This is an optimization exercise on Yosys and OpenROAD, whose aim is small area, a short achievable clock period and few clock cycles, not a production implementation. In this exercise RTL edits were held to simulation tests only and were not proved equivalent to the original. No activity file was given, so power comes from the tool's default toggle rates.

== job 101 ==
## ml_ops_top
module ml_ops_top (
  input  logic              clk_i,
  input  logic              rst_i,
  input  logic              ml_ops_enable_i,
  input  logic              loading_data_i,
  input  logic              relu_en_i,
  input  logic              dotp_en_i,
  input  logic              ex_ready_i,
  input  ml_ops_pkg::addr_t operand_a_addr_i,
  input  ml_ops_pkg::len_t  operand_b_size_i,
  input  ml_ops_pkg::word_t mem_rd_data_i,
  output ml_ops_pkg::word_t reg_wr_data_o,
  output ml_ops_pkg::word_t mem_wr_data_o,
  output ml_ops_pkg::addr_t mem_addr_o,
  output logic              mem_rd_en_o,
  output logic              mem_wr_en_o,
  output logic              reg_wr_en_o,
  output logic              ml_op_done_o,
  output logic              ml_ready_o
);
clock: 9.0 ns
lec_check: 0
cap_margin: 20
core_margin: 2
core_utilization: 60
cts_cluster_diameter: 120
cts_cluster_size: 24
slew_margin: 20
standard.sh (not shown) runs the stock make flow with config.mk's settings and CLKGATE_MAP_FILE= SYNTH_SCRIPT=/design/flow/synth_recipe.tcl, a recipe that flattens the netlist after the stock synthesis.
==> flow/flow/run.sh <==
#!/bin/bash
# The standard layout, with stronger port buffers and setup repair aimed
# below the clock period (same clock, same constraints).
export BUFFER_PORTS_ARGS="-buffer_cell sky130_fd_sc_hd__buf_4"
export SETUP_SLACK_MARGIN=6.15
export ABC_CLOCK_PERIOD_IN_PS=3000
bash standard.sh > standard_run.log 2>&1
Both conditions hold for job 101: the flow ran to the end and the final layout passed the timing, DRC and antenna checks.
Testbench counts of job 101, summed over its fixed seeds: cycles 42,935.
--- input diff job 101..job 102 ---
-- flow/flow/run.sh --
<<< job 101, line 5
export SETUP_SLACK_MARGIN=6.15
>>> job 102, line 5
export SETUP_SLACK_MARGIN=6.0
## What came out
Non-filler instance count after layout was higher in job 101 than in job 102.
Relative contribution of the clock network to total power in job 102 vs job 101: up 0.8 points
Register bit total from synthesis: job 101 vs job 102 identical
A most common cell after layout, fill and taps aside of sky130_fd_sc_hd__dfxtp_1 is what job 102 shows, while sky130_fd_sc_hd__a22oi_1 belongs to job 101.
STATUS internal power: job 102 wins against job 101
Diff job 101 -> job 102: overall power down 0.00025 W; post-route fraction of the period consumed by the critical path closely matched the old numbers; worst setup slack increased by 0.0072 ns relative to the old numbers; sequential share of layout area higher.
Of job 101 and job 102, the lower post-synthesis to final-layout area growth belongs to job 102.

* * *

== exp/indigo ==
ml_ops_top again, from the RTL that the note above started with.
clock: 9.0 ns
lec_check: 0
cap_margin: 20
core_margin: 2
core_utilization: 70
cts_cluster_diameter: 120
cts_cluster_size: 24
slew_margin: 20
==> flow/flow/run.sh <==
#!/bin/bash
# The standard layout, with stronger port buffers and setup repair aimed
# below the clock period (same clock, same constraints).
export BUFFER_PORTS_ARGS="-buffer_cell sky130_fd_sc_hd__buf_2"
export SETUP_SLACK_MARGIN=6.0
export ABC_CLOCK_PERIOD_IN_PS=3000
bash standard.sh > standard_run.log 2>&1
The final layout from exp/indigo, which completed every stage, passed the timing, DRC and antenna checks at the end of the flow.
Testbench counts of exp/indigo, summed over its fixed seeds: cycles 42,935.
The following lists how exp/zinc was set up differently from exp/indigo:
Settings: swapping 70 for 60 in CORE_UTILIZATION.
diff --git a/flow/flow/run.sh b/flow/flow/run.sh
--- a/flow/flow/run.sh
+++ b/flow/flow/run.sh
@@ -4 +4 @@
-export BUFFER_PORTS_ARGS="-buffer_cell sky130_fd_sc_hd__buf_2"
+export BUFFER_PORTS_ARGS="-buffer_cell sky130_fd_sc_hd__buf_1"
Results
- Clock period minus final worst setup slack: exp/zinc vs exp/indigo up 0.026 ns
- Diff exp/indigo -> exp/zinc: total power went down by about 0.35%; number of vias in the routed layout shows a reduction of 403; initial cell density of the core moved down.
- exp/zinc | status: complete | timing, DRC, antenna: pass
- Diff exp/indigo -> exp/zinc | minimum setup slack in the final design | decrease of 0.026 ns
- exp/zinc ended up with r_q[31]$_DFF_P_ as its endpoint of the worst setup timing path; exp/indigo ended up with a_q[30]$_DFF_P_.
- Going from exp/indigo to exp/zinc, sequential cell fraction of total power increased 0.3 points, count of placed standard cells in the final layout, fillers left out higher, routed wire length moved up, sequential share of layout area rose by 0.19 points.

* * *

ml_ops_top, a different RTL version from the one above (not shown whole).
Size: about 310 flip-flops, about 200 I/O pins.
export LEC_CHECK = 0
export CAP_MARGIN = 20
export CORE_MARGIN = 2
export CORE_UTILIZATION = 60
export SLEW_MARGIN = 20
create_clock -name core_clock -period 9.0 [get_ports {clk_i}]
==> flow/flow/run.sh <==
#!/bin/bash
# The standard layout, with stronger port buffers and setup repair aimed
# below the clock period (same clock, same constraints).
export BUFFER_PORTS_ARGS="-buffer_cell sky130_fd_sc_hd__buf_4"
export SETUP_SLACK_MARGIN=6.0
export ABC_CLOCK_PERIOD_IN_PS=3000
bash standard.sh > standard_run.log 2>&1
Testbench counts at the start, summed over its fixed seeds: cycles 43,054.
Next try:
CTS_CLUSTER_DIAMETER = 120   (was default)
CTS_CLUSTER_SIZE = 24   (was default)
Result: The changed run completed with no timing, DRC or antenna violations; synthesized cell count is unchanged; worst setup slack is better by 12 ps; power fell by 12%; sequential power barely changes; design area came out lower by 3.2%; maximum frequency came out higher by 0.39%; sequential cell count is unchanged; final cell count decreases by 1.7%; area after synthesis is unchanged; core utilization drops by 2.2 points.

## re-timing with driven ports
The results above use ideal ports. As a check the final layouts listed here were re-extracted and re-timed, cells and wires unchanged.
Step 1 sets driving cells, clkbuf_16 on the clock port and buf_2 on the other inputs (assumed; they add their load-dependent delay and slew).
Step 2 moves the port delays by t, midway between the first and last clock arrival at a register: inputs arrive t later, outputs are due t later. That takes back most of the time a late clock gives input paths.
Slacks: ideal ports / drivers / drivers and shift; pairs: ideal ports / drivers.
run	t (ns)	setup WS [ns]	pins driven straight from the clock port
job 101	0.603	6.011 / 5.956 / 5.717	1
job 102	0.589	6.018 / 5.963 / 5.583	1
exp/indigo	0.575	5.974 / 5.960 / 5.738	1
exp/zinc	0.578	5.949 / 5.949 / 5.684	1
the first run of note 3	0.573	5.954 / 5.954 / 5.793	1
the second run of note 3	0.561	5.965 / 5.965 / 5.792	1
After both steps every run listed still meets setup and hold. For job 102, which loses most, drivers alone change the setup slack by -0.055 ns; drivers and shift together by -0.435 ns.
